Source: an optimization exercise on an open RTL-to-GDS flow (aim: small area). Production flows keep margins and buffers that such runs may drop. No functional check of the RTL was part of any run shown here. Power figures rest on the tool's default switching activity, not on a simulated workload.

==> flow/design.v <==
`timescale 1ns/10ps
`default_nettype none
module pusher_top (
    input  logic          clk,
    input  logic          rst_ff,
    input  logic          valid,
    input  logic          noop,
    input  logic [47:0]   particle_in,
    input  logic [191:0]  phi_in,
    output logic          valid_req,
    output logic [255:0]  raddr,
    output logic          valid_out,
    output logic [47:0]   particle_out,
    output logic          done
);
    logic [9:1]  v;
    logic [47:0] p1, p2, p3, p4, p5, p6, p7, p8, p9;
    logic [3:0]  cnt;
    always_ff @(posedge clk) begin
        v[1] <= valid & ~rst_ff;
        for (int k = 2; k <= 9; k++) v[k] <= v[k-1] & ~rst_ff;
    end
    assign valid_req = v[2];
    assign valid_out = v[9];
    always_ff @(posedge clk) begin
        if (rst_ff)    cnt <= '0;
        else if (v[9]) cnt <= cnt + 4'd1;
    end
    assign done = &cnt;
    logic [7:0] in_pyf, in_pxf, in_rf;
    assign in_pyf = particle_in[39:32];
    assign in_pxf = particle_in[23:16];
    assign in_rf  = particle_in[9:2];
    logic [8:0] k_x0, k_x1, k_y2, k_y3;
    always_comb begin
        k_x0[0] = 1'b1;    
        k_x1[0] = 1'b0;    
        k_y2[0] = 1'b1;
        k_y3[0] = 1'b0;
        for (int i = 0; i < 8; i++) begin
            k_x0[i+1] = (in_pxf[i] & ~in_rf[i]) | (in_pxf[i] & k_x0[i]) | (~in_rf[i] & k_x0[i]);
            k_x1[i+1] = (in_pxf[i] &  in_rf[i]) | (in_pxf[i] & k_x1[i]) | ( in_rf[i] & k_x1[i]);
            k_y2[i+1] = (in_pyf[i] & ~in_rf[i]) | (in_pyf[i] & k_y2[i]) | (~in_rf[i] & k_y2[i]);
            k_y3[i+1] = (in_pyf[i] &  in_rf[i]) | (in_pyf[i] & k_y3[i]) | ( in_rf[i] & k_y3[i]);
        end
    end
    logic c1_x0, c1_x1, c1_y2, c1_y3;
    always_ff @(posedge clk) begin
        c1_x0 <= k_x0[8];
        c1_x1 <= k_x1[8];
        c1_y2 <= k_y2[8];
        c1_y3 <= k_y3[8];
    end
    logic [7:0] p1_py, p1_px, p1_rw, p1_nrw;
    assign p1_py  = p1[47:40];
    assign p1_px  = p1[31:24];
    assign p1_rw  = {2'b00, p1[15:10]};
    assign p1_nrw = {2'b11, ~p1[15:10]};
    logic [7:0] s_x0, s_x1, s_y2, s_y3;
    logic [8:0] q_x0, q_x1, q_y2, q_y3;
    always_comb begin
        q_x0[0] = c1_x0;
        q_x1[0] = c1_x1;
        q_y2[0] = c1_y2;
        q_y3[0] = c1_y3;
        for (int i = 0; i < 8; i++) begin
            s_x0[i]   = p1_px[i] ^ p1_nrw[i] ^ q_x0[i];
            q_x0[i+1] = (p1_px[i] & p1_nrw[i]) | (p1_px[i] & q_x0[i]) | (p1_nrw[i] & q_x0[i]);
            s_x1[i]   = p1_px[i] ^ p1_rw[i] ^ q_x1[i];
            q_x1[i+1] = (p1_px[i] & p1_rw[i]) | (p1_px[i] & q_x1[i]) | (p1_rw[i] & q_x1[i]);
            s_y2[i]   = p1_py[i] ^ p1_nrw[i] ^ q_y2[i];
            q_y2[i+1] = (p1_py[i] & p1_nrw[i]) | (p1_py[i] & q_y2[i]) | (p1_nrw[i] & q_y2[i]);
            s_y3[i]   = p1_py[i] ^ p1_rw[i] ^ q_y3[i];
            q_y3[i+1] = (p1_py[i] & p1_rw[i]) | (p1_py[i] & q_y3[i]) | (p1_rw[i] & q_y3[i]);
        end
    end
    logic [7:0] w_x0, w_x1, w_y2, w_y3;
    always_ff @(posedge clk) begin
        w_x0 <= s_x0;
        w_x1 <= s_x1;
        w_y2 <= s_y2;
        w_y3 <= s_y3;
    end
    logic [7:0] gy [4];
    logic [7:0] gx [4];
    assign gy[0] = p2[47:40]; assign gx[0] = w_x0;
    assign gy[1] = p2[47:40]; assign gx[1] = w_x1;
    assign gy[2] = w_y2;      assign gx[2] = p2[31:24];
    assign gy[3] = w_y3;      assign gx[3] = p2[31:24];
    always_comb begin
        for (int g = 0; g < 4; g++) begin
            raddr[(g*4+0)*16 +: 16] = {gy[g] + 8'd1, gx[g]};
            raddr[(g*4+1)*16 +: 16] = {gy[g] - 8'd1, gx[g]};
            raddr[(g*4+2)*16 +: 16] = {gy[g], gx[g] + 8'd1};
            raddr[(g*4+3)*16 +: 16] = {gy[g], gx[g] - 8'd1};
        end
    end
    logic fy_s1, fy_c2, fy_s3, fy_c4, fy_s5, fy_c6, fy_s7, fy_c8, fy_s9, fy_c10, fy_s11, fy_c12, fy_s13, fy_c14, fy_s15, fy_c16, fy_s17, fy_c18, fy_s19, fy_c20, fy_s21, fy_c22, fy_s23, fy_c24, fy_s25, fy_c26, fy_s27, fy_c28, fy_s29, fy_c30, fy_s31, fy_c32, fy_s33, fy_c34, fy_s35, fy_c36, fy_s37, fy_c38, fy_s39, fy_c40, fy_s41, fy_c42, fy_s43, fy_c44, fy_s45, fy_c46, fy_s47, fy_c48, fy_s49, fy_c50, fy_s51, fy_c52, fy_s53, fy_c54, fy_s55, fy_c56, fy_s57, fy_c58, fy_s59, fy_c60, fy_s61, fy_c62, fy_s63, fy_c64, fy_s65, fy_c66, fy_s67, fy_c68, fy_s69, fy_c70, fy_s71, fy_c72, fy_s73, fy_c74, fy_s75, fy_c76, fy_s77, fy_c78, fy_s79, fy_c80, fy_s81, fy_c82, fy_s83, fy_c84, fy_s85, fy_c86, fy_s87, fy_c88, fy_s89, fy_c90, fy_s91, fy_c92, fy_s93, fy_c94, fy_s95, fy_c96, fy_s97, fy_c98, fy_s99, fy_c100, fy_s101, fy_c102, fy_s103, fy_c104, fy_s105, fy_c106, fy_s107, fy_c108, fy_s109, fy_c110, fy_s111, fy_c112, fy_s113, fy_c114, fy_s115, fy_c116, fy_s117, fy_c118, fy_s119, fy_c120, fy_s121, fy_c122, fy_s123, fy_c124, fy_s125, fy_c126, fy_s127, fy_c128, fy_s129, fy_c130, fy_s131, fy_c132, fy_s133, fy_c134, fy_s135, fy_c136, fy_s137, fy_c138, fy_s139, fy_c140, fy_s141, fy_c142, fy_s143, fy_c144, fy_s145, fy_c146, fy_s147, fy_c148, fy_s149, fy_c150, fy_s151, fy_c152, fy_s153, fy_c154, fy_s155, fy_c156, fy_s157, fy_c158, fy_s159, fy_c160, fy_s161, fy_c162, fy_s163, fy_c164, fy_k165, fy_k166, fy_k167, fy_k168;
    assign fy_s1 = phi_in[1] ^ phi_in[49] ^ phi_in[97];
    assign fy_c2 = (phi_in[1] & phi_in[49]) | (phi_in[1] & phi_in[97]) | (phi_in[49] & phi_in[97]);
    assign fy_s3 = phi_in[145] ^ ~phi_in[13];
    assign fy_c4 = phi_in[145] & ~phi_in[13];
    assign fy_s5 = phi_in[2] ^ phi_in[50];
    assign fy_c6 = phi_in[2] & phi_in[50];
    assign fy_s7 = ~phi_in[61] ^ ~phi_in[109] ^ ~phi_in[157];
    assign fy_c8 = (~phi_in[61] & ~phi_in[109]) | (~phi_in[61] & ~phi_in[157]) | (~phi_in[109] & ~phi_in[157]);
    assign fy_s9 = (phi_in[0] | ~phi_in[12]) ^ (phi_in[48] | ~phi_in[60]);
    assign fy_c10 = (phi_in[0] | ~phi_in[12]) & (phi_in[48] | ~phi_in[60]);
    assign fy_s11 = phi_in[98] ^ phi_in[146] ^ ~phi_in[14];
    assign fy_c12 = (phi_in[98] & phi_in[146]) | (phi_in[98] & ~phi_in[14]) | (phi_in[146] & ~phi_in[14]);
    assign fy_s13 = ~phi_in[62] ^ ~phi_in[110] ^ ~phi_in[158];
    assign fy_c14 = (~phi_in[62] & ~phi_in[110]) | (~phi_in[62] & ~phi_in[158]) | (~phi_in[110] & ~phi_in[158]);
    assign fy_s15 = fy_c4 ^ fy_s5;
    assign fy_c16 = fy_c4 & fy_s5;
    assign fy_s17 = phi_in[3] ^ phi_in[51] ^ phi_in[99];
    assign fy_c18 = (phi_in[3] & phi_in[51]) | (phi_in[3] & phi_in[99]) | (phi_in[51] & phi_in[99]);
    assign fy_s19 = phi_in[147] ^ ~phi_in[15] ^ ~phi_in[63];
    assign fy_c20 = (phi_in[147] & ~phi_in[15]) | (phi_in[147] & ~phi_in[63]) | (~phi_in[15] & ~phi_in[63]);
    assign fy_s21 = ~phi_in[111] ^ ~phi_in[159] ^ fy_c6;
    assign fy_c22 = (~phi_in[111] & ~phi_in[159]) | (~phi_in[111] & fy_c6) | (~phi_in[159] & fy_c6);
    assign fy_s23 = phi_in[4] ^ phi_in[52] ^ phi_in[100];
    assign fy_c24 = (phi_in[4] & phi_in[52]) | (phi_in[4] & phi_in[100]) | (phi_in[52] & phi_in[100]);
    assign fy_s25 = phi_in[148] ^ ~phi_in[16] ^ ~phi_in[64];
    assign fy_c26 = (phi_in[148] & ~phi_in[16]) | (phi_in[148] & ~phi_in[64]) | (~phi_in[16] & ~phi_in[64]);
    assign fy_s27 = ~phi_in[112] ^ ~phi_in[160];
    assign fy_c28 = ~phi_in[112] & ~phi_in[160];
    assign fy_s29 = phi_in[5] ^ phi_in[53] ^ phi_in[101];
    assign fy_c30 = (phi_in[5] & phi_in[53]) | (phi_in[5] & phi_in[101]) | (phi_in[53] & phi_in[101]);
    assign fy_s31 = phi_in[149] ^ ~phi_in[17] ^ ~phi_in[65];
    assign fy_c32 = (phi_in[149] & ~phi_in[17]) | (phi_in[149] & ~phi_in[65]) | (~phi_in[17] & ~phi_in[65]);
    assign fy_s33 = ~phi_in[113] ^ ~phi_in[161];
    assign fy_c34 = ~phi_in[113] & ~phi_in[161];
    assign fy_s35 = phi_in[6] ^ phi_in[54] ^ phi_in[102];
    assign fy_c36 = (phi_in[6] & phi_in[54]) | (phi_in[6] & phi_in[102]) | (phi_in[54] & phi_in[102]);
    assign fy_s37 = phi_in[150] ^ ~phi_in[18] ^ ~phi_in[66];
    assign fy_c38 = (phi_in[150] & ~phi_in[18]) | (phi_in[150] & ~phi_in[66]) | (~phi_in[18] & ~phi_in[66]);
    assign fy_s39 = ~phi_in[114] ^ ~phi_in[162];
    assign fy_c40 = ~phi_in[114] & ~phi_in[162];
    assign fy_s41 = phi_in[7] ^ phi_in[55] ^ phi_in[103];
    assign fy_c42 = (phi_in[7] & phi_in[55]) | (phi_in[7] & phi_in[103]) | (phi_in[55] & phi_in[103]);
    assign fy_s43 = phi_in[151] ^ ~phi_in[19] ^ ~phi_in[67];
    assign fy_c44 = (phi_in[151] & ~phi_in[19]) | (phi_in[151] & ~phi_in[67]) | (~phi_in[19] & ~phi_in[67]);
    assign fy_s45 = ~phi_in[115] ^ ~phi_in[163];
    assign fy_c46 = ~phi_in[115] & ~phi_in[163];
    assign fy_s47 = phi_in[8] ^ phi_in[56] ^ phi_in[104];
    assign fy_c48 = (phi_in[8] & phi_in[56]) | (phi_in[8] & phi_in[104]) | (phi_in[56] & phi_in[104]);
    assign fy_s49 = phi_in[152] ^ ~phi_in[20] ^ ~phi_in[68];
    assign fy_c50 = (phi_in[152] & ~phi_in[20]) | (phi_in[152] & ~phi_in[68]) | (~phi_in[20] & ~phi_in[68]);
    assign fy_s51 = ~phi_in[116] ^ ~phi_in[164];
    assign fy_c52 = ~phi_in[116] & ~phi_in[164];
    assign fy_s53 = phi_in[9] ^ phi_in[57] ^ phi_in[105];
    assign fy_c54 = (phi_in[9] & phi_in[57]) | (phi_in[9] & phi_in[105]) | (phi_in[57] & phi_in[105]);
    assign fy_s55 = phi_in[153] ^ ~phi_in[21] ^ ~phi_in[69];
    assign fy_c56 = (phi_in[153] & ~phi_in[21]) | (phi_in[153] & ~phi_in[69]) | (~phi_in[21] & ~phi_in[69]);
    assign fy_s57 = ~phi_in[117] ^ ~phi_in[165];
    assign fy_c58 = ~phi_in[117] & ~phi_in[165];
    assign fy_s59 = phi_in[10] ^ phi_in[58] ^ phi_in[106];
    assign fy_c60 = (phi_in[10] & phi_in[58]) | (phi_in[10] & phi_in[106]) | (phi_in[58] & phi_in[106]);
    assign fy_s61 = phi_in[154] ^ ~phi_in[22] ^ ~phi_in[70];
    assign fy_c62 = (phi_in[154] & ~phi_in[22]) | (phi_in[154] & ~phi_in[70]) | (~phi_in[22] & ~phi_in[70]);
    assign fy_s63 = ~phi_in[118] ^ ~phi_in[166];
    assign fy_c64 = ~phi_in[118] & ~phi_in[166];
    assign fy_s65 = phi_in[23] ^ phi_in[71] ^ phi_in[119];
    assign fy_c66 = (phi_in[23] & phi_in[71]) | (phi_in[23] & phi_in[119]) | (phi_in[71] & phi_in[119]);
    assign fy_s67 = phi_in[167] ^ ~phi_in[11] ^ ~phi_in[59];
    assign fy_c68 = (phi_in[167] & ~phi_in[11]) | (phi_in[167] & ~phi_in[59]) | (~phi_in[11] & ~phi_in[59]);
    assign fy_s69 = ~phi_in[107] ^ ~phi_in[155];
    assign fy_c70 = ~phi_in[107] & ~phi_in[155];
    assign fy_s71 = (phi_in[96] | ~phi_in[108]) ^ (phi_in[144] | ~phi_in[156]) ^ fy_s3;
    assign fy_c72 = ((phi_in[96] | ~phi_in[108]) & (phi_in[144] | ~phi_in[156])) | ((phi_in[96] | ~phi_in[108]) & fy_s3) | ((phi_in[144] | ~phi_in[156]) & fy_s3);
    assign fy_s73 = fy_c10 ^ fy_c2 ^ fy_c8;
    assign fy_c74 = (fy_c10 & fy_c2) | (fy_c10 & fy_c8) | (fy_c2 & fy_c8);
    assign fy_s75 = fy_s11 ^ fy_s13;
    assign fy_c76 = fy_s11 & fy_s13;
    assign fy_s77 = fy_c12 ^ fy_c14 ^ fy_s17;
    assign fy_c78 = (fy_c12 & fy_c14) | (fy_c12 & fy_s17) | (fy_c14 & fy_s17);
    assign fy_s79 = fy_c16 ^ fy_s19 ^ fy_s21;
    assign fy_c80 = (fy_c16 & fy_s19) | (fy_c16 & fy_s21) | (fy_s19 & fy_s21);
    assign fy_s81 = fy_s27 ^ fy_c18 ^ fy_c20;
    assign fy_c82 = (fy_s27 & fy_c18) | (fy_s27 & fy_c20) | (fy_c18 & fy_c20);
    assign fy_s83 = fy_s23 ^ fy_s25 ^ fy_c22;
    assign fy_c84 = (fy_s23 & fy_s25) | (fy_s23 & fy_c22) | (fy_s25 & fy_c22);
    assign fy_s85 = fy_c28 ^ fy_s33 ^ fy_c24;
    assign fy_c86 = (fy_c28 & fy_s33) | (fy_c28 & fy_c24) | (fy_s33 & fy_c24);
    assign fy_s87 = fy_c26 ^ fy_s29 ^ fy_s31;
    assign fy_c88 = (fy_c26 & fy_s29) | (fy_c26 & fy_s31) | (fy_s29 & fy_s31);
    assign fy_s89 = fy_c34 ^ fy_s39 ^ fy_c30;
    assign fy_c90 = (fy_c34 & fy_s39) | (fy_c34 & fy_c30) | (fy_s39 & fy_c30);
    assign fy_s91 = fy_c32 ^ fy_s35 ^ fy_s37;
    assign fy_c92 = (fy_c32 & fy_s35) | (fy_c32 & fy_s37) | (fy_s35 & fy_s37);
    assign fy_s93 = fy_c40 ^ fy_s45 ^ fy_c36;
    assign fy_c94 = (fy_c40 & fy_s45) | (fy_c40 & fy_c36) | (fy_s45 & fy_c36);
    assign fy_s95 = fy_c38 ^ fy_s41 ^ fy_s43;
    assign fy_c96 = (fy_c38 & fy_s41) | (fy_c38 & fy_s43) | (fy_s41 & fy_s43);
    assign fy_s97 = fy_c46 ^ fy_s51 ^ fy_c42;
    assign fy_c98 = (fy_c46 & fy_s51) | (fy_c46 & fy_c42) | (fy_s51 & fy_c42);
    assign fy_s99 = fy_c44 ^ fy_s47 ^ fy_s49;
    assign fy_c100 = (fy_c44 & fy_s47) | (fy_c44 & fy_s49) | (fy_s47 & fy_s49);
    assign fy_s101 = fy_c52 ^ fy_s57 ^ fy_c48;
    assign fy_c102 = (fy_c52 & fy_s57) | (fy_c52 & fy_c48) | (fy_s57 & fy_c48);
    assign fy_s103 = fy_c50 ^ fy_s53 ^ fy_s55;
    assign fy_c104 = (fy_c50 & fy_s53) | (fy_c50 & fy_s55) | (fy_s53 & fy_s55);
    assign fy_s105 = fy_c58 ^ fy_s63 ^ fy_c54;
    assign fy_c106 = (fy_c58 & fy_s63) | (fy_c58 & fy_c54) | (fy_s63 & fy_c54);
    assign fy_s107 = fy_c56 ^ fy_s59 ^ fy_s61;
    assign fy_c108 = (fy_c56 & fy_s59) | (fy_c56 & fy_s61) | (fy_s59 & fy_s61);
    assign fy_s109 = fy_c64 ^ fy_s69 ^ fy_c60;
    assign fy_c110 = (fy_c64 & fy_s69) | (fy_c64 & fy_c60) | (fy_s69 & fy_c60);
    assign fy_s111 = fy_c62 ^ fy_s65 ^ fy_s67;
    assign fy_c112 = (fy_c62 & fy_s65) | (fy_c62 & fy_s67) | (fy_s65 & fy_s67);
    assign fy_s113 = fy_c70 ^ fy_c66;
    assign fy_c114 = fy_c70 & fy_c66;
    assign fy_s115 = fy_s9 ^ fy_s1;
    assign fy_c116 = fy_s9 & fy_s1;
    assign fy_s117 = fy_s15 ^ fy_c72 ^ fy_s75;
    assign fy_c118 = (fy_s15 & fy_c72) | (fy_s15 & fy_s75) | (fy_c72 & fy_s75);
    assign fy_s119 = fy_c76 ^ fy_c74 ^ fy_s77;
    assign fy_c120 = (fy_c76 & fy_c74) | (fy_c76 & fy_s77) | (fy_c74 & fy_s77);
    assign fy_s121 = fy_c78 ^ fy_s81 ^ fy_c80;
    assign fy_c122 = (fy_c78 & fy_s81) | (fy_c78 & fy_c80) | (fy_s81 & fy_c80);
    assign fy_s123 = fy_c82 ^ fy_s85 ^ fy_s87;
    assign fy_c124 = (fy_c82 & fy_s85) | (fy_c82 & fy_s87) | (fy_s85 & fy_s87);
    assign fy_s125 = fy_c86 ^ fy_s89 ^ fy_c88;
    assign fy_c126 = (fy_c86 & fy_s89) | (fy_c86 & fy_c88) | (fy_s89 & fy_c88);
    assign fy_s127 = fy_c90 ^ fy_s93 ^ fy_c92;
    assign fy_c128 = (fy_c90 & fy_s93) | (fy_c90 & fy_c92) | (fy_s93 & fy_c92);
    assign fy_s129 = fy_c94 ^ fy_s97 ^ fy_c96;
    assign fy_c130 = (fy_c94 & fy_s97) | (fy_c94 & fy_c96) | (fy_s97 & fy_c96);
    assign fy_s131 = fy_c98 ^ fy_s101 ^ fy_c100;
    assign fy_c132 = (fy_c98 & fy_s101) | (fy_c98 & fy_c100) | (fy_s101 & fy_c100);
    assign fy_s133 = fy_c102 ^ fy_s105 ^ fy_c104;
    assign fy_c134 = (fy_c102 & fy_s105) | (fy_c102 & fy_c104) | (fy_s105 & fy_c104);
    assign fy_s135 = fy_c106 ^ fy_s109 ^ fy_c108;
    assign fy_c136 = (fy_c106 & fy_s109) | (fy_c106 & fy_c108) | (fy_s109 & fy_c108);
    assign fy_s137 = fy_c68 ^ fy_s113 ^ fy_c110;
    assign fy_c138 = (fy_c68 & fy_s113) | (fy_c68 & fy_c110) | (fy_s113 & fy_c110);
    assign fy_s139 = fy_s7 ^ fy_s115;
    assign fy_c140 = fy_s7 & fy_s115;
    assign fy_s141 = fy_c116 ^ fy_s73 ^ fy_s117;
    assign fy_c142 = (fy_c116 & fy_s73) | (fy_c116 & fy_s117) | (fy_s73 & fy_s117);
    assign fy_s143 = fy_s79 ^ fy_c118 ^ fy_s119;
    assign fy_c144 = (fy_s79 & fy_c118) | (fy_s79 & fy_s119) | (fy_c118 & fy_s119);
    assign fy_s145 = fy_s83 ^ fy_c120 ^ fy_s121;
    assign fy_c146 = (fy_s83 & fy_c120) | (fy_s83 & fy_s121) | (fy_c120 & fy_s121);
    assign fy_s147 = fy_c84 ^ fy_s123 ^ fy_c122;
    assign fy_c148 = (fy_c84 & fy_s123) | (fy_c84 & fy_c122) | (fy_s123 & fy_c122);
    assign fy_s149 = fy_s91 ^ fy_c124 ^ fy_s125;
    assign fy_c150 = (fy_s91 & fy_c124) | (fy_s91 & fy_s125) | (fy_c124 & fy_s125);
    assign fy_s151 = fy_s95 ^ fy_c126 ^ fy_s127;
    assign fy_c152 = (fy_s95 & fy_c126) | (fy_s95 & fy_s127) | (fy_c126 & fy_s127);
    assign fy_s153 = fy_s99 ^ fy_c128 ^ fy_s129;
    assign fy_c154 = (fy_s99 & fy_c128) | (fy_s99 & fy_s129) | (fy_c128 & fy_s129);
    assign fy_s155 = fy_s103 ^ fy_c130 ^ fy_s131;
    assign fy_c156 = (fy_s103 & fy_c130) | (fy_s103 & fy_s131) | (fy_c130 & fy_s131);
    assign fy_s157 = fy_s107 ^ fy_c132 ^ fy_s133;
    assign fy_c158 = (fy_s107 & fy_c132) | (fy_s107 & fy_s133) | (fy_c132 & fy_s133);
    assign fy_s159 = fy_s111 ^ fy_c134 ^ fy_s135;
    assign fy_c160 = (fy_s111 & fy_c134) | (fy_s111 & fy_s135) | (fy_c134 & fy_s135);
    assign fy_s161 = fy_c112 ^ fy_s137 ^ fy_c136;
    assign fy_c162 = (fy_c112 & fy_s137) | (fy_c112 & fy_c136) | (fy_s137 & fy_c136);
    assign fy_s163 = fy_c114 ^ fy_c138;
    assign fy_c164 = fy_c114 & fy_c138;
    assign fy_k165 = fy_s139 & fy_s71;
    assign fy_k166 = (fy_c140 & fy_s141) | (fy_c140 & fy_k165) | (fy_s141 & fy_k165);
    assign fy_k167 = (fy_c142 & fy_s143) | (fy_c142 & fy_k166) | (fy_s143 & fy_k166);
    assign fy_k168 = (fy_c144 & fy_s145) | (fy_c144 & fy_k167) | (fy_s145 & fy_k167);
    logic [9:0] fy_r0, fy_r1;
    logic fy_ci;
    assign fy_ci = fy_k168;
    assign fy_r0 = {fy_c164, fy_c162, fy_c160, fy_c158, fy_c156, fy_c154, fy_c152, fy_c150, fy_c148, fy_c146};
    assign fy_r1 = {1'b0, fy_s163, fy_s161, fy_s159, fy_s157, fy_s155, fy_s153, fy_s151, fy_s149, fy_s147};
    logic fx_s1, fx_c2, fx_s3, fx_c4, fx_s5, fx_c6, fx_s7, fx_c8, fx_s9, fx_c10, fx_s11, fx_c12, fx_s13, fx_c14, fx_s15, fx_c16, fx_s17, fx_c18, fx_s19, fx_c20, fx_s21, fx_c22, fx_s23, fx_c24, fx_s25, fx_c26, fx_s27, fx_c28, fx_s29, fx_c30, fx_s31, fx_c32, fx_s33, fx_c34, fx_s35, fx_c36, fx_s37, fx_c38, fx_s39, fx_c40, fx_s41, fx_c42, fx_s43, fx_c44, fx_s45, fx_c46, fx_s47, fx_c48, fx_s49, fx_c50, fx_s51, fx_c52, fx_s53, fx_c54, fx_s55, fx_c56, fx_s57, fx_c58, fx_s59, fx_c60, fx_s61, fx_c62, fx_s63, fx_c64, fx_s65, fx_c66, fx_s67, fx_c68, fx_s69, fx_c70, fx_s71, fx_c72, fx_s73, fx_c74, fx_s75, fx_c76, fx_s77, fx_c78, fx_s79, fx_c80, fx_s81, fx_c82, fx_s83, fx_c84, fx_s85, fx_c86, fx_s87, fx_c88, fx_s89, fx_c90, fx_s91, fx_c92, fx_s93, fx_c94, fx_s95, fx_c96, fx_s97, fx_c98, fx_s99, fx_c100, fx_s101, fx_c102, fx_s103, fx_c104, fx_s105, fx_c106, fx_s107, fx_c108, fx_s109, fx_c110, fx_s111, fx_c112, fx_s113, fx_c114, fx_s115, fx_c116, fx_s117, fx_c118, fx_s119, fx_c120, fx_s121, fx_c122, fx_s123, fx_c124, fx_s125, fx_c126, fx_s127, fx_c128, fx_s129, fx_c130, fx_s131, fx_c132, fx_s133, fx_c134, fx_s135, fx_c136, fx_s137, fx_c138, fx_s139, fx_c140, fx_s141, fx_c142, fx_s143, fx_c144, fx_s145, fx_c146, fx_s147, fx_c148, fx_s149, fx_c150, fx_s151, fx_c152, fx_s153, fx_c154, fx_s155, fx_c156, fx_s157, fx_c158, fx_s159, fx_c160, fx_s161, fx_c162, fx_s163, fx_c164, fx_k165, fx_k166, fx_k167, fx_k168;
    assign fx_s1 = phi_in[25] ^ phi_in[73] ^ phi_in[121];
    assign fx_c2 = (phi_in[25] & phi_in[73]) | (phi_in[25] & phi_in[121]) | (phi_in[73] & phi_in[121]);
    assign fx_s3 = phi_in[169] ^ ~phi_in[37];
    assign fx_c4 = phi_in[169] & ~phi_in[37];
    assign fx_s5 = phi_in[26] ^ phi_in[74];
    assign fx_c6 = phi_in[26] & phi_in[74];
    assign fx_s7 = ~phi_in[85] ^ ~phi_in[133] ^ ~phi_in[181];
    assign fx_c8 = (~phi_in[85] & ~phi_in[133]) | (~phi_in[85] & ~phi_in[181]) | (~phi_in[133] & ~phi_in[181]);
    assign fx_s9 = (phi_in[24] | ~phi_in[36]) ^ (phi_in[72] | ~phi_in[84]);
    assign fx_c10 = (phi_in[24] | ~phi_in[36]) & (phi_in[72] | ~phi_in[84]);
    assign fx_s11 = phi_in[122] ^ phi_in[170] ^ ~phi_in[38];
    assign fx_c12 = (phi_in[122] & phi_in[170]) | (phi_in[122] & ~phi_in[38]) | (phi_in[170] & ~phi_in[38]);
    assign fx_s13 = ~phi_in[86] ^ ~phi_in[134] ^ ~phi_in[182];
    assign fx_c14 = (~phi_in[86] & ~phi_in[134]) | (~phi_in[86] & ~phi_in[182]) | (~phi_in[134] & ~phi_in[182]);
    assign fx_s15 = fx_c4 ^ fx_s5;
    assign fx_c16 = fx_c4 & fx_s5;
    assign fx_s17 = phi_in[27] ^ phi_in[75] ^ phi_in[123];
    assign fx_c18 = (phi_in[27] & phi_in[75]) | (phi_in[27] & phi_in[123]) | (phi_in[75] & phi_in[123]);
    assign fx_s19 = phi_in[171] ^ ~phi_in[39] ^ ~phi_in[87];
    assign fx_c20 = (phi_in[171] & ~phi_in[39]) | (phi_in[171] & ~phi_in[87]) | (~phi_in[39] & ~phi_in[87]);
    assign fx_s21 = ~phi_in[135] ^ ~phi_in[183] ^ fx_c6;
    assign fx_c22 = (~phi_in[135] & ~phi_in[183]) | (~phi_in[135] & fx_c6) | (~phi_in[183] & fx_c6);
    assign fx_s23 = phi_in[28] ^ phi_in[76] ^ phi_in[124];
    assign fx_c24 = (phi_in[28] & phi_in[76]) | (phi_in[28] & phi_in[124]) | (phi_in[76] & phi_in[124]);
    assign fx_s25 = phi_in[172] ^ ~phi_in[40] ^ ~phi_in[88];
    assign fx_c26 = (phi_in[172] & ~phi_in[40]) | (phi_in[172] & ~phi_in[88]) | (~phi_in[40] & ~phi_in[88]);
    assign fx_s27 = ~phi_in[136] ^ ~phi_in[184];
    assign fx_c28 = ~phi_in[136] & ~phi_in[184];
    assign fx_s29 = phi_in[29] ^ phi_in[77] ^ phi_in[125];
    assign fx_c30 = (phi_in[29] & phi_in[77]) | (phi_in[29] & phi_in[125]) | (phi_in[77] & phi_in[125]);
    assign fx_s31 = phi_in[173] ^ ~phi_in[41] ^ ~phi_in[89];
    assign fx_c32 = (phi_in[173] & ~phi_in[41]) | (phi_in[173] & ~phi_in[89]) | (~phi_in[41] & ~phi_in[89]);
    assign fx_s33 = ~phi_in[137] ^ ~phi_in[185];
    assign fx_c34 = ~phi_in[137] & ~phi_in[185];
    assign fx_s35 = phi_in[30] ^ phi_in[78] ^ phi_in[126];
    assign fx_c36 = (phi_in[30] & phi_in[78]) | (phi_in[30] & phi_in[126]) | (phi_in[78] & phi_in[126]);
    assign fx_s37 = phi_in[174] ^ ~phi_in[42] ^ ~phi_in[90];
    assign fx_c38 = (phi_in[174] & ~phi_in[42]) | (phi_in[174] & ~phi_in[90]) | (~phi_in[42] & ~phi_in[90]);
    assign fx_s39 = ~phi_in[138] ^ ~phi_in[186];
    assign fx_c40 = ~phi_in[138] & ~phi_in[186];
    assign fx_s41 = phi_in[31] ^ phi_in[79] ^ phi_in[127];
    assign fx_c42 = (phi_in[31] & phi_in[79]) | (phi_in[31] & phi_in[127]) | (phi_in[79] & phi_in[127]);
    assign fx_s43 = phi_in[175] ^ ~phi_in[43] ^ ~phi_in[91];
    assign fx_c44 = (phi_in[175] & ~phi_in[43]) | (phi_in[175] & ~phi_in[91]) | (~phi_in[43] & ~phi_in[91]);
    assign fx_s45 = ~phi_in[139] ^ ~phi_in[187];
    assign fx_c46 = ~phi_in[139] & ~phi_in[187];
    assign fx_s47 = phi_in[32] ^ phi_in[80] ^ phi_in[128];
    assign fx_c48 = (phi_in[32] & phi_in[80]) | (phi_in[32] & phi_in[128]) | (phi_in[80] & phi_in[128]);
    assign fx_s49 = phi_in[176] ^ ~phi_in[44] ^ ~phi_in[92];
    assign fx_c50 = (phi_in[176] & ~phi_in[44]) | (phi_in[176] & ~phi_in[92]) | (~phi_in[44] & ~phi_in[92]);
    assign fx_s51 = ~phi_in[140] ^ ~phi_in[188];
    assign fx_c52 = ~phi_in[140] & ~phi_in[188];
    assign fx_s53 = phi_in[33] ^ phi_in[81] ^ phi_in[129];
    assign fx_c54 = (phi_in[33] & phi_in[81]) | (phi_in[33] & phi_in[129]) | (phi_in[81] & phi_in[129]);
    assign fx_s55 = phi_in[177] ^ ~phi_in[45] ^ ~phi_in[93];
    assign fx_c56 = (phi_in[177] & ~phi_in[45]) | (phi_in[177] & ~phi_in[93]) | (~phi_in[45] & ~phi_in[93]);
    assign fx_s57 = ~phi_in[141] ^ ~phi_in[189];
    assign fx_c58 = ~phi_in[141] & ~phi_in[189];
    assign fx_s59 = phi_in[34] ^ phi_in[82] ^ phi_in[130];
    assign fx_c60 = (phi_in[34] & phi_in[82]) | (phi_in[34] & phi_in[130]) | (phi_in[82] & phi_in[130]);
    assign fx_s61 = phi_in[178] ^ ~phi_in[46] ^ ~phi_in[94];
    assign fx_c62 = (phi_in[178] & ~phi_in[46]) | (phi_in[178] & ~phi_in[94]) | (~phi_in[46] & ~phi_in[94]);
    assign fx_s63 = ~phi_in[142] ^ ~phi_in[190];
    assign fx_c64 = ~phi_in[142] & ~phi_in[190];
    assign fx_s65 = phi_in[47] ^ phi_in[95] ^ phi_in[143];
    assign fx_c66 = (phi_in[47] & phi_in[95]) | (phi_in[47] & phi_in[143]) | (phi_in[95] & phi_in[143]);
    assign fx_s67 = phi_in[191] ^ ~phi_in[35] ^ ~phi_in[83];
    assign fx_c68 = (phi_in[191] & ~phi_in[35]) | (phi_in[191] & ~phi_in[83]) | (~phi_in[35] & ~phi_in[83]);
    assign fx_s69 = ~phi_in[131] ^ ~phi_in[179];
    assign fx_c70 = ~phi_in[131] & ~phi_in[179];
    assign fx_s71 = (phi_in[120] | ~phi_in[132]) ^ (phi_in[168] | ~phi_in[180]) ^ fx_s3;
    assign fx_c72 = ((phi_in[120] | ~phi_in[132]) & (phi_in[168] | ~phi_in[180])) | ((phi_in[120] | ~phi_in[132]) & fx_s3) | ((phi_in[168] | ~phi_in[180]) & fx_s3);
    assign fx_s73 = fx_c10 ^ fx_c2 ^ fx_c8;
    assign fx_c74 = (fx_c10 & fx_c2) | (fx_c10 & fx_c8) | (fx_c2 & fx_c8);
    assign fx_s75 = fx_s11 ^ fx_s13;
    assign fx_c76 = fx_s11 & fx_s13;
    assign fx_s77 = fx_c12 ^ fx_c14 ^ fx_s17;
    assign fx_c78 = (fx_c12 & fx_c14) | (fx_c12 & fx_s17) | (fx_c14 & fx_s17);
    assign fx_s79 = fx_c16 ^ fx_s19 ^ fx_s21;
    assign fx_c80 = (fx_c16 & fx_s19) | (fx_c16 & fx_s21) | (fx_s19 & fx_s21);
    assign fx_s81 = fx_s27 ^ fx_c18 ^ fx_c20;
    assign fx_c82 = (fx_s27 & fx_c18) | (fx_s27 & fx_c20) | (fx_c18 & fx_c20);
    assign fx_s83 = fx_s23 ^ fx_s25 ^ fx_c22;
    assign fx_c84 = (fx_s23 & fx_s25) | (fx_s23 & fx_c22) | (fx_s25 & fx_c22);
    assign fx_s85 = fx_c28 ^ fx_s33 ^ fx_c24;
    assign fx_c86 = (fx_c28 & fx_s33) | (fx_c28 & fx_c24) | (fx_s33 & fx_c24);
    assign fx_s87 = fx_c26 ^ fx_s29 ^ fx_s31;
    assign fx_c88 = (fx_c26 & fx_s29) | (fx_c26 & fx_s31) | (fx_s29 & fx_s31);
    assign fx_s89 = fx_c34 ^ fx_s39 ^ fx_c30;
    assign fx_c90 = (fx_c34 & fx_s39) | (fx_c34 & fx_c30) | (fx_s39 & fx_c30);
    assign fx_s91 = fx_c32 ^ fx_s35 ^ fx_s37;
    assign fx_c92 = (fx_c32 & fx_s35) | (fx_c32 & fx_s37) | (fx_s35 & fx_s37);
    assign fx_s93 = fx_c40 ^ fx_s45 ^ fx_c36;
    assign fx_c94 = (fx_c40 & fx_s45) | (fx_c40 & fx_c36) | (fx_s45 & fx_c36);
    assign fx_s95 = fx_c38 ^ fx_s41 ^ fx_s43;
    assign fx_c96 = (fx_c38 & fx_s41) | (fx_c38 & fx_s43) | (fx_s41 & fx_s43);
    assign fx_s97 = fx_c46 ^ fx_s51 ^ fx_c42;
    assign fx_c98 = (fx_c46 & fx_s51) | (fx_c46 & fx_c42) | (fx_s51 & fx_c42);
    assign fx_s99 = fx_c44 ^ fx_s47 ^ fx_s49;
    assign fx_c100 = (fx_c44 & fx_s47) | (fx_c44 & fx_s49) | (fx_s47 & fx_s49);
    assign fx_s101 = fx_c52 ^ fx_s57 ^ fx_c48;
    assign fx_c102 = (fx_c52 & fx_s57) | (fx_c52 & fx_c48) | (fx_s57 & fx_c48);
    assign fx_s103 = fx_c50 ^ fx_s53 ^ fx_s55;
    assign fx_c104 = (fx_c50 & fx_s53) | (fx_c50 & fx_s55) | (fx_s53 & fx_s55);
    assign fx_s105 = fx_c58 ^ fx_s63 ^ fx_c54;
    assign fx_c106 = (fx_c58 & fx_s63) | (fx_c58 & fx_c54) | (fx_s63 & fx_c54);
    assign fx_s107 = fx_c56 ^ fx_s59 ^ fx_s61;
    assign fx_c108 = (fx_c56 & fx_s59) | (fx_c56 & fx_s61) | (fx_s59 & fx_s61);
    assign fx_s109 = fx_c64 ^ fx_s69 ^ fx_c60;
    assign fx_c110 = (fx_c64 & fx_s69) | (fx_c64 & fx_c60) | (fx_s69 & fx_c60);
    assign fx_s111 = fx_c62 ^ fx_s65 ^ fx_s67;
    assign fx_c112 = (fx_c62 & fx_s65) | (fx_c62 & fx_s67) | (fx_s65 & fx_s67);
    assign fx_s113 = fx_c70 ^ fx_c66;
    assign fx_c114 = fx_c70 & fx_c66;
    assign fx_s115 = fx_s9 ^ fx_s1;
    assign fx_c116 = fx_s9 & fx_s1;
    assign fx_s117 = fx_s15 ^ fx_c72 ^ fx_s75;
    assign fx_c118 = (fx_s15 & fx_c72) | (fx_s15 & fx_s75) | (fx_c72 & fx_s75);
    assign fx_s119 = fx_c76 ^ fx_c74 ^ fx_s77;
    assign fx_c120 = (fx_c76 & fx_c74) | (fx_c76 & fx_s77) | (fx_c74 & fx_s77);
    assign fx_s121 = fx_c78 ^ fx_s81 ^ fx_c80;
    assign fx_c122 = (fx_c78 & fx_s81) | (fx_c78 & fx_c80) | (fx_s81 & fx_c80);
    assign fx_s123 = fx_c82 ^ fx_s85 ^ fx_s87;
    assign fx_c124 = (fx_c82 & fx_s85) | (fx_c82 & fx_s87) | (fx_s85 & fx_s87);
    assign fx_s125 = fx_c86 ^ fx_s89 ^ fx_c88;
    assign fx_c126 = (fx_c86 & fx_s89) | (fx_c86 & fx_c88) | (fx_s89 & fx_c88);
    assign fx_s127 = fx_c90 ^ fx_s93 ^ fx_c92;
    assign fx_c128 = (fx_c90 & fx_s93) | (fx_c90 & fx_c92) | (fx_s93 & fx_c92);
    assign fx_s129 = fx_c94 ^ fx_s97 ^ fx_c96;
    assign fx_c130 = (fx_c94 & fx_s97) | (fx_c94 & fx_c96) | (fx_s97 & fx_c96);
    assign fx_s131 = fx_c98 ^ fx_s101 ^ fx_c100;
    assign fx_c132 = (fx_c98 & fx_s101) | (fx_c98 & fx_c100) | (fx_s101 & fx_c100);
    assign fx_s133 = fx_c102 ^ fx_s105 ^ fx_c104;
    assign fx_c134 = (fx_c102 & fx_s105) | (fx_c102 & fx_c104) | (fx_s105 & fx_c104);
    assign fx_s135 = fx_c106 ^ fx_s109 ^ fx_c108;
    assign fx_c136 = (fx_c106 & fx_s109) | (fx_c106 & fx_c108) | (fx_s109 & fx_c108);
    assign fx_s137 = fx_c68 ^ fx_s113 ^ fx_c110;
    assign fx_c138 = (fx_c68 & fx_s113) | (fx_c68 & fx_c110) | (fx_s113 & fx_c110);
    assign fx_s139 = fx_s7 ^ fx_s115;
    assign fx_c140 = fx_s7 & fx_s115;
    assign fx_s141 = fx_c116 ^ fx_s73 ^ fx_s117;
    assign fx_c142 = (fx_c116 & fx_s73) | (fx_c116 & fx_s117) | (fx_s73 & fx_s117);
    assign fx_s143 = fx_s79 ^ fx_c118 ^ fx_s119;
    assign fx_c144 = (fx_s79 & fx_c118) | (fx_s79 & fx_s119) | (fx_c118 & fx_s119);
    assign fx_s145 = fx_s83 ^ fx_c120 ^ fx_s121;
    assign fx_c146 = (fx_s83 & fx_c120) | (fx_s83 & fx_s121) | (fx_c120 & fx_s121);
    assign fx_s147 = fx_c84 ^ fx_s123 ^ fx_c122;
    assign fx_c148 = (fx_c84 & fx_s123) | (fx_c84 & fx_c122) | (fx_s123 & fx_c122);
    assign fx_s149 = fx_s91 ^ fx_c124 ^ fx_s125;
    assign fx_c150 = (fx_s91 & fx_c124) | (fx_s91 & fx_s125) | (fx_c124 & fx_s125);
    assign fx_s151 = fx_s95 ^ fx_c126 ^ fx_s127;
    assign fx_c152 = (fx_s95 & fx_c126) | (fx_s95 & fx_s127) | (fx_c126 & fx_s127);
    assign fx_s153 = fx_s99 ^ fx_c128 ^ fx_s129;
    assign fx_c154 = (fx_s99 & fx_c128) | (fx_s99 & fx_s129) | (fx_c128 & fx_s129);
    assign fx_s155 = fx_s103 ^ fx_c130 ^ fx_s131;
    assign fx_c156 = (fx_s103 & fx_c130) | (fx_s103 & fx_s131) | (fx_c130 & fx_s131);
    assign fx_s157 = fx_s107 ^ fx_c132 ^ fx_s133;
    assign fx_c158 = (fx_s107 & fx_c132) | (fx_s107 & fx_s133) | (fx_c132 & fx_s133);
    assign fx_s159 = fx_s111 ^ fx_c134 ^ fx_s135;
    assign fx_c160 = (fx_s111 & fx_c134) | (fx_s111 & fx_s135) | (fx_c134 & fx_s135);
    assign fx_s161 = fx_c112 ^ fx_s137 ^ fx_c136;
    assign fx_c162 = (fx_c112 & fx_s137) | (fx_c112 & fx_c136) | (fx_s137 & fx_c136);
    assign fx_s163 = fx_c114 ^ fx_c138;
    assign fx_c164 = fx_c114 & fx_c138;
    assign fx_k165 = fx_s139 & fx_s71;
    assign fx_k166 = (fx_c140 & fx_s141) | (fx_c140 & fx_k165) | (fx_s141 & fx_k165);
    assign fx_k167 = (fx_c142 & fx_s143) | (fx_c142 & fx_k166) | (fx_s143 & fx_k166);
    assign fx_k168 = (fx_c144 & fx_s145) | (fx_c144 & fx_k167) | (fx_s145 & fx_k167);
    logic [9:0] fx_r0, fx_r1;
    logic fx_ci;
    assign fx_ci = fx_k168;
    assign fx_r0 = {fx_c164, fx_c162, fx_c160, fx_c158, fx_c156, fx_c154, fx_c152, fx_c150, fx_c148, fx_c146};
    assign fx_r1 = {1'b0, fx_s163, fx_s161, fx_s159, fx_s157, fx_s155, fx_s153, fx_s151, fx_s149, fx_s147};
    logic [9:0] fy5_r0, fy5_r1, fx5_r0, fx5_r1;
    logic       fy5_ci, fx5_ci;
    always_ff @(posedge clk) begin
        fy5_r0 <= fy_r0;
        fy5_r1 <= fy_r1;
        fy5_ci <= fy_ci;
        fx5_r0 <= fx_r0;
        fx5_r1 <= fx_r1;
        fx5_ci <= fx_ci;
    end
    logic [9:0] sm_x, sm_y;
    logic [10:0] k_sx, k_sy;
    logic [8:0] st_x, st_y;
    always_comb begin
        k_sx[0] = fy5_ci;
        k_sy[0] = fx5_ci;
        for (int i = 0; i <= 9; i++) begin
            sm_x[i]   = fy5_r0[i] ^ fy5_r1[i] ^ k_sx[i];
            k_sx[i+1] = (fy5_r0[i] & fy5_r1[i]) | (fy5_r0[i] & k_sx[i]) | (fy5_r1[i] & k_sx[i]);
            sm_y[i]   = fx5_r0[i] ^ fx5_r1[i] ^ k_sy[i];
            k_sy[i+1] = (fx5_r0[i] & fx5_r1[i]) | (fx5_r0[i] & k_sy[i]) | (fx5_r1[i] & k_sy[i]);
        end
    end
    assign st_x = sm_x[9:1];
    assign st_y = sm_y[9:1];
    logic [8:0] step_x6, step_y6;
    always_ff @(posedge clk) begin
        step_x6 <= {~st_x[8], st_x[7:0]};
        step_y6 <= {~st_y[8], st_y[7:0]};
    end
    logic [8:0] ly, lx, nsx;
    logic [9:0] k_ly, k_lx;
    assign nsx = ~step_x6;
    always_comb begin
        k_ly[0] = 1'b0;
        k_lx[0] = 1'b1;
        for (int i = 0; i < 9; i++) begin
            ly[i]     = p6[32+i] ^ step_y6[i] ^ k_ly[i];
            k_ly[i+1] = (p6[32+i] & step_y6[i]) | (p6[32+i] & k_ly[i]) | (step_y6[i] & k_ly[i]);
            lx[i]     = p6[16+i] ^ nsx[i] ^ k_lx[i];
            k_lx[i+1] = (p6[16+i] & nsx[i]) | (p6[16+i] & k_lx[i]) | (nsx[i] & k_lx[i]);
        end
    end
    logic [8:0] ly7, lx7;
    logic       iy7, dy7, ix7, dx7;
    always_ff @(posedge clk) begin
        ly7 <= ly;
        lx7 <= lx;
        iy7 <=  k_ly[9] & ~step_y6[8];
        dy7 <= ~k_ly[9] &  step_y6[8];
        ix7 <=  k_lx[9] &  step_x6[8];
        dx7 <= ~k_lx[9] & ~step_x6[8];
    end
    logic [6:0] hy, hx, ny, nx;
    logic       iy, dy, ix, dx;
    assign hy = p7[47:41];
    assign hx = p7[31:25];
    assign iy = iy7 & ~noop;
    assign dy = dy7 & ~noop;
    assign ix = ix7 & ~noop;
    assign dx = dx7 & ~noop;
    always_comb begin
        for (int i = 0; i < 7; i++) begin
            ny[i] = hy[i] ^ ((iy & (&(hy | ~7'((1 << i) - 1))))
                           | (dy & ~(|(hy & 7'((1 << i) - 1)))));
            nx[i] = hx[i] ^ ((ix & (&(hx | ~7'((1 << i) - 1))))
                           | (dx & ~(|(hx & 7'((1 << i) - 1)))));
        end
    end
    always_ff @(posedge clk) begin
        p1 <= particle_in;
        p2 <= p1;
        p3 <= p2;
        p4 <= p3;
        p5 <= p4;
        p6 <= p5;
        p7 <= p6;
        p8 <= {ny, noop ? p7[40:32] : ly7, nx, noop ? p7[24:16] : lx7, p7[15:0]};
        p9 <= p8;
    end
    assign particle_out = p9;
endmodule
`default_nettype wire
==> flow/run.sh <==
#!/bin/bash
# synth_recipe.tcl (not shown) runs the flow's synth.tcl, then flattens the netlist and writes it again
# the make line also repeats each setting of config.mk as NAME=value (left out here)
make -C /OpenROAD-flow-scripts/flow DESIGN_CONFIG=/design/flow/config.mk WORK_HOME=/design/flow/orfs CLKGATE_MAP_FILE= SYNTH_SCRIPT=/design/flow/synth_recipe.tcl finish
==> flow/config.mk <==
export PLATFORM = sky130hd
export DESIGN_NAME = pusher_top
export DESIGN_NICKNAME = pusher_top
export VERILOG_FILES = /design/flow/design.v
export SDC_FILE = /design/flow/constraint.sdc
export NUM_CORES = 4
export LEC_CHECK = 0
export CAP_MARGIN = 20
export CORE_MARGIN = 2
export CORE_UTILIZATION = 40
export PLACE_DENSITY = 0.6
export SLEW_MARGIN = 20
==> flow/constraint.sdc <==
create_clock -name core_clock -period 5.0 [get_ports {clk}]
set_input_delay 1.0000 -clock core_clock [delete_from_list [all_inputs] [get_ports {clk}]]
set_output_delay 1.0000 -clock core_clock [all_outputs]
set_load 0.01 [all_outputs]
==> impl_metrics.tcl, run 1 <==
set metrics [dict create \
    outcome "no timing/DRC/antenna violations" \
    synth.avg_cell_area_sq_um 12.8 \
    finalSetupViolCount 0 \
    viasPerCell 4.15 \
    syn-num-nets 2051 \
    ys.flop_type "dfxtp_1" \
    final_cells 2723 \
    grt_usage 0.181 \
    grt_max_degree 23 \
    core-area_sq_um 49200 \
    p_seq_frac 0.439 \
    boundaryPins 551 \
    drt-total-wl_microns 47200 \
    yosysTopAreaCellShare 0.560 \
    start_util 0.407 \
    min_path_type "register to register" \
    htreeDepth 2 \
    rows 81 \
    relSlewSlack 0.549 \
    synth_edf_count 0 \
    rsz0062_at_grt "no" \
    critPathRequiredTime_ns 5.47 \
    path_delay_family "adder cells" \
    met3_usage 0.0547 \
    clock_power_share 0.330 \
    tightest_slew_ns 0.676 \
    post_cts_buffers 0 \
    cts-buffers-inserted 54 \
    syn_area_sq_um 20000 \
    start_kind "register" \
    drive_gt1_frac 0.0549 \
    cp_slowest_cell "fa_1" \
    drv_slew 0 \
    dp_hpwl_microns 38000 \
    crit_path_end_kind "register" \
    tritoncts "built" \
    cap_violations 0 \
    clock-sinks 559 \
    ys_types 42 \
    power.switching_mw 3.37 \
    stdcell_area_sq_um 27100 \
    antenna_left 0 \
    r2r_setup_slack_ns 0.92 \
    finalSetupTns_ns 0 \
    die_w_microns 228 \
    internal_power_mw 9.31 \
    cts-resized-gates 0 \
    portBuffers 550 \
    grt_pass1_vias 12169 \
    ys_top_cells_by_area "dfxtp_1 (56%), fa_1 (19%), inv_1 (5.7%)" \
    nets 2502 \
    crit_start "fx5_ci" \
    vias 11312 \
    p_sw_frac 0.266 \
    crit_arrival_ns 4.55 \
    drt_pass1_iterations 4 \
    peakVddDrop_mv 0.264 \
    synth_seq_area_share 0.560 \
    syn_inst 1566 \
    cp_common_cell "fa_1" \
    cts_root_buf "clkbuf_16" \
    drt_iter0_drc 340 \
    design.die.area_sq_um 51800 \
    finalHoldViolCount 0 \
    grt_first_pass_wirelength_microns 69300 \
    clk_latency_ns 0.59 \
    overflow 0 \
    drc 0 \
    place_congestion 0.888 \
    cts_buffer_depth 3 \
    fin_skew_ns 0.0186 \
    global_route.usage.met1 0.203 \
    min_period_over_period 0.816 \
    worstPathCellList "maj3_1, fa_1, fa_1, fa_1, fa_1, fa_1, fa_1, fa_1, fa_1, xnor2_1" \
    dpl_cell_area_sq_um 25200 \
    hold_start "p6[41]" \
    critPathMaxFanout 1 \
    placedCellCount 2625 \
    die_y_microns 228 \
    yosys_warnings 3 \
    powerDensity_nw_per_um2 467 \
    ys_seq_elements 559 \
    worst_path_largest_cell_delay_ns 0.41 \
    power.total_mw 12.7 \
    synthArstFlopShare 0 \
    p_leak_nw 12.0 \
    hold_ws_ns 0.313 \
    max_clock_freq_ghz 0.245 \
    crit_buf_inv 0 \
    synth_top_area_cell "dfxtp_1" \
    routedWlPerCell_microns 17.3 \
    clk_pin_slew_worst_paths_ns 0.07 \
    setup.worst_path.class "register to register" \
    p_comb_frac 0.231 \
    antenna_found_initial 4 \
    top_usage_layer "met2" \
    area_delta_synth_final_pct 35.7 \
    grt_util_met2 0.337 \
    hold_buffers 0 \
    r2r_start "fx5_ci" \
    min_period_ns 4.08 \
]
## cells in the mapped netlist, types with 8 or more instances
cell type  instances
o21ai_0            8
o31ai_1            8
inv_1            302
maj3_1             9
nor2b_1           20
buf_4            134
dfxtp_1          559
fa_1             186
nand2_1           28
xnor2_1           39
nor2_1            30
mux2_2            18
ha_1              55
nand3_1           20
clkbuf_1          16
xor2_1            50
nor3_1            10
## cell usage in the layout, fill, tap and decap left out, drive strengths merged, types with 5 or more instances in the layout
| master | n |
|---|---|
| nand2b | 6 |
| mux2 | 18 |
| nor3 | 12 |
| maj3 | 9 |
| nand3 | 20 |
| a222oi | 5 |
| o31ai | 8 |
| inv | 305 |
| and3 | 6 |
| ha | 55 |
| bufinv | 7 |
| o21ai | 8 |
| nand2 | 28 |
| dfxtp | 559 |
| xor2 | 50 |
| nor2b | 20 |
| a21oi | 6 |
| fa | 186 |
| clkbuf | 80 |
| clkdlybuf4s50 | 549 |
| clkinv | 7 |
| nor2 | 30 |
| nor4 | 5 |
| o211ai | 6 |
| xnor2 | 39 |
## state kept, by name, indices dropped and copies added (netlist names), 9 cells and up
name     cells
p1          48
p2          48
p3          48
p4          48
p5          48
p6          48
p7          48
p8          48
p9          48
fx5_r0      10
fy5_r0      10
fx5_r1       9
fy5_r1       9
lx7          9
ly7          9
step_x6      9
step_y6      9
v            9
## final cells by class
cell class | count | area (sq um)
Sequential cell | 559 | 11200
Antenna cell | 1 | 2.50
Multi-Input combinational cell | 548 | 6580
Fill cell | 4221 | 22000
Timing Repair Buffer | 552 | 5520
Inverter | 302 | 1130
Clock buffer | 80 | 1590
Clock inverter | 17 | 294
Tap cell | 664 | 831
## power by group through the flow
stage	registers (mW)	logic, mW	clock network (mW)
after floorplan	5.57	1.59	0
after global placement	5.66	2.98	0
after detailed placement	5.67	3.00	0
after CTS	5.58	3.03	4.33
after global routing	5.64	3.33	4.52
final	5.56	2.93	4.19
## worst paths after layout
| path | endpoint | cells after the start |
|---|---|---|
| max | step_y6[8] | 10 |
| min reg2reg | p7[41] | 0 |
| max reg2reg | step_y6[8] | 10 |
| min | p7[41] | 0 |
## through the flow
step | setup WS (ns) | utilization
after floorplan | 1.09 | -
after global placement | 0.571 | 0.514
after detailed placement | 0.588 | 0.514
after CTS | 0.898 | 0.552
after global routing | 0.790 | 0.552
final | 0.919 | 0.552
## logic make-up after synthesis
family                   count (synthesis)  share of synthesized area
AND/OR/NAND/NOR                        143                     0.0374
adder cells (fa/ha/maj)                250                      0.225
multiplexers                            19                     0.0106
XOR/XNOR                                89                     0.0390
flip-flops                             559                      0.560
AO/OA/AOI/OAI                           47                     0.0168
buffers and inverters                  459                      0.111
## per-layer routing
layer	wire [microns]	up-vias
met4	634	8
met5	54	-
li1	-	5449
met1	18200	5453
met3	3500	53
met2	24900	349
==> inputs of run 2 (changes only) <==
==> flow/flow/run.sh (new file) <==
#!/bin/bash
# Standard layout, with the smallest buffer on the ports.
set -euo pipefail
export BUFFER_PORTS_ARGS="-buffer_cell sky130_fd_sc_hd__buf_1"
bash standard.sh > make_finish.log 2>&1
==> flow/standard.sh (new file) <==
#!/bin/bash
# synth_recipe.tcl (not shown) runs the flow's synth.tcl, then flattens the netlist and writes it again
# the make line also repeats each setting of config.mk as NAME=value (left out here)
make -C /OpenROAD-flow-scripts/flow DESIGN_CONFIG=/design/flow/config.mk WORK_HOME=/design/flow/orfs CLKGATE_MAP_FILE= SYNTH_SCRIPT=/design/flow/synth_recipe.tcl "${@:-finish}"
--- a/flow/config.mk
+++ b/flow/config.mk
@@ -8,5 +8,6 @@
 export CAP_MARGIN = 20
 export CORE_MARGIN = 2
-export CORE_UTILIZATION = 40
-export PLACE_DENSITY = 0.6
+export CORE_UTILIZATION = 55
+export CTS_BUF_LIST = sky130_fd_sc_hd__clkbuf_4 sky130_fd_sc_hd__clkbuf_8
+export PLACE_DENSITY = 0.65
 export SLEW_MARGIN = 20
removed: flow/run.sh
==> run 2 against run 1 <==
First-iteration DRC count down 11%. Non-clock buffer count shrank 1. Die area fell by 27%. Clock skew grew 0.016 ns. Via count grew 1.3%. Routed wire length is 19% lower. Total power decreased by 7.3%. Largest cell class unchanged. Highest routed layer unchanged.
==> impl_metrics.tcl, run 2 <==
set metrics [dict create \
    fillers 2729 \
    max_clock_freq_ghz 0.249 \
    tightest_slew_ns 0.715 \
    cts-resized-gates 0 \
    post_cts_buffers 0 \
    grt_first_pass_wirelength_microns 59400 \
    finalSetupTns_ns 0 \
    syn_area_sq_um 20000 \
    syn_inst 1566 \
    nets 2529 \
    critPathRequiredTime_ns 5.47 \
    powerDensity_nw_per_um2 501 \
    critPathMaxFanout 1 \
    setup_ws_ns 0.980 \
    crit_path_end_kind "register" \
    ys_seq_elements 559 \
    peakVddDrop_mv 0.286 \
    routedWlPerCell_microns 14.8 \
    min_to "p6[7]" \
    ys_top_cells_by_area "dfxtp_1 (56%), fa_1 (19%), inv_1 (5.7%)" \
    layout_commonest_cell "dfxtp_1" \
    syn-num-nets 2051 \
    worst_path_largest_cell_delay_ns 0.40 \
    finalSetupViolCount 0 \
    hold_start "p5[7]" \
    synth.avg_cell_area_sq_um 12.8 \
    cap_violations 0 \
    die_y_microns 195 \
    final_cell_mix "dfxtp_1 (559), buf_1 (549), inv_1 (302)" \
    overflow 0 \
    relSlewSlack 0.523 \
    min_period_ns 4.02 \
    rr_worst_depth 10 \
    cts-buffers-inserted 82 \
    synthArstFlopShare 0 \
    p_comb_frac 0.190 \
    die_w_microns 195 \
    p_leak_nw 10.6 \
    area_delta_synth_final_pct 17.3 \
    setup.worst_path.class "register to register" \
    ys.flop_type "dfxtp_1" \
    ys_types 42 \
    clock-sinks 559 \
    drc 0 \
    drt-total-wl_microns 38200 \
    synth_seq_area_share 0.560 \
    power.switching_mw 3.26 \
    synth_most_common_cell "dfxtp_1" \
    finalHoldViolCount 0 \
    p_seq_frac 0.471 \
    hold_buffers 0 \
    grt_pass1_vias 11822 \
    power.total_mw 11.8 \
    drt_pass1_iterations 5 \
    internal_power_mw 8.50 \
    clk_pin_slew_worst_paths_ns 0.06 \
    vias 11462 \
    boundaryPins 551 \
    core-area_sq_um 35700 \
    p_sw_frac 0.277 \
    rows 69 \
    htreeDepth 3 \
    r2r-end "step_y6[8]" \
    clock_power_share 0.339 \
    min_path_type "register to register" \
    yosys_warnings 3 \
    crit_arrival_ns 4.49 \
    design.die.area_sq_um 37900 \
    place_ws_ns 0.931 \
    drt_iter0_drc 303 \
    viasPerCell 4.45 \
    start_util 0.561 \
    start_kind "register" \
    cp_slowest_cell "fa_1" \
    grt_usage 0.203 \
    portBuffers 550 \
    rsz0062_at_grt "no" \
    antenna_left 0 \
    hold_depth 0 \
    cts_root_buf "clkbuf_8" \
    place_congestion 0.869 \
    dp_hpwl_microns 30200 \
    min_period_over_period 0.804 \
    synthTopCellsByCount "dfxtp_1 (559), inv_1 (302), fa_1 (186), buf_4 (134), ha_1 (55)" \
    r2r_setup_slack_ns 0.98 \
    synth_edf_count 0 \
    drive_gt1_frac 0.0848 \
    fin_skew_ns 0.0344 \
    tritoncts "built" \
    crit_buf_inv 0 \
    cp_common_cell "fa_1" \
    synth_top_area_cell "dfxtp_1" \
    yosysTopAreaCellShare 0.560 \
    grt_max_degree 23 \
    drv_slew 0 \
    crit_start "fx5_r0[0]" \
    outcome "no timing/DRC/antenna violations" \
    r2r_start "fx5_r0[0]" \
    cts_buffer_depth 3 \
    antenna_found_initial 2 \
    worstPathCellList "maj3_1, fa_1, fa_1, fa_1, fa_1, fa_1, fa_1, fa_1, fa_1, xnor2_1" \
    path_delay_family "adder cells" \
    clk_latency_ns 0.59 \
]
[run 2: cell count changes in the layout (fill, tap and decap cells not counted), moves of 2 or more]
cell             change
buf_1              +549
inv_6                -3
bufinv_16            -3
clkbuf_16           -54
clkinv_4             -2
clkdlybuf4s50_1    -549
inv_8                +2
clkinvlp_4           +4
clkbuf_4            +29
clkbuf_8            +94
clkbuf_1            -12
[run 2: per-stage QoR]
| step | hold WS, ns | area (sq um) | cells | util |
|---|---|---|---|---|
| 2_1_floorplan | 0.310 | 20000 | 1566 | - |
| 3_3_place_gp | 0.310 | 21600 | 2421 | 0.604 |
| 3_5_place_dp | 0.312 | 21600 | 2421 | 0.604 |
| 4_1_cts | 0.301 | 23500 | 2573 | 0.658 |
| 5_1_grt | 0.310 | 23500 | 2574 | 0.658 |
| 6_report | 0.305 | 23500 | 2575 | 0.658 |
[run 2: worst max-delay path by stage]
stage                  to  slack, ns  cells after the start
3_5_place_dp       fx5_ci       0.93                      9
4_1_cts        step_y6[8]       0.94                     10
2_1_floorplan  step_x6[8]       1.09                     10
5_1_grt        step_y6[8]       0.85                     10
6_report       step_y6[8]       0.98                     10
3_3_place_gp       fx5_ci       0.94                      9
[run 2: cells by family (layout without fill, tap and decap cells)]
kind of cell / Yosys count / count (layout) / share of synthesized area
xor gates and xnor gates: 89 / 89 / 0.0390
AOI/OAI and AO/OA: 47 / 47 / 0.0168
and+or+nand+nor: 143 / 143 / 0.0374
buffers and inverters: 459 / 1005 / 0.111
muxes: 19 / 19 / 0.0106
adders and majority gates: 250 / 250 / 0.225
DFF: 559 / 559 / 0.560
other: 0 / 2 / 0
[run 2: cell type report]
cell class | count | area [sq um] | area share
Antenna cell | 2 | 5.00 | 0.000213
Multi-Input combinational cell | 548 | 6580 | 0.280
Clock inverter | 15 | 201 | 0.00859
Timing Repair Buffer | 551 | 2070 | 0.0884
Tap cell | 461 | 577 | 0.0246
Inverter | 302 | 1130 | 0.0483
Sequential cell | 559 | 11200 | 0.477
Clock buffer | 137 | 1700 | 0.0726
[run 2: worst register-to-register path, stage by stage (launching register included)]
cell and delay (ns):
dfxtp_1 0.30, maj3_1 0.37, fa_1 0.39, fa_1 0.40, fa_1 0.39, fa_1 0.39
fa_1 0.39, fa_1 0.39, fa_1 0.39, fa_1 0.38, xnor2_1 0.13
[run 2: routing by layer]
| layer | GRT usage | wire [microns] |
|---|---|---|
| met5 | 0 | 20 |
| met4 | 0.0957 | 1440 |
| met2 | 0.373 | 20100 |
| met1 | 0.224 | 14500 |
| met3 | 0.0420 | 2070 |
[run 2: power by group through the flow]
stage / combinational (mW) / clock [mW] / sequential (mW)
final: 2.23 / 3.98 / 5.54
after global routing: 2.62 / 4.30 / 5.63
after CTS: 2.32 / 4.11 / 5.56
after detailed placement: 2.30 / 0 / 5.65
after global placement: 2.23 / 0 / 5.63
after floorplan: 1.59 / 0 / 5.57

==> static timing again, ports no longer ideal <==
No port has a modelled driver above. Below, the same layouts with a new extraction and two added sets of constraints.
Step 1 assumes that a clkbuf_16 drives the clock port and a buf_2 every other input.
Step 2 adds t to the input delays and takes it off the output delays; t is the mean of the earliest and latest rising clock arrival at the registers after step 1. Input paths then give back, and output paths get back, about the clock's delay inside the block.
a / b / c = ideal ports / drivers / drivers and shift; a / b = the first two.
run | t, ns | slack for setup (ns) | worst data-port slew with drivers (ns)
run 1 | 0.635 | 0.919 / 0.919 / 0.572 | 0.11
run 2 | 0.624 | 0.980 / 0.980 / 0.918 | 0.10
After both steps every run listed still meets setup and hold. For run 1, which loses most, drivers alone change the setup slack by 0.000 ns; drivers and shift together by -0.347 ns.
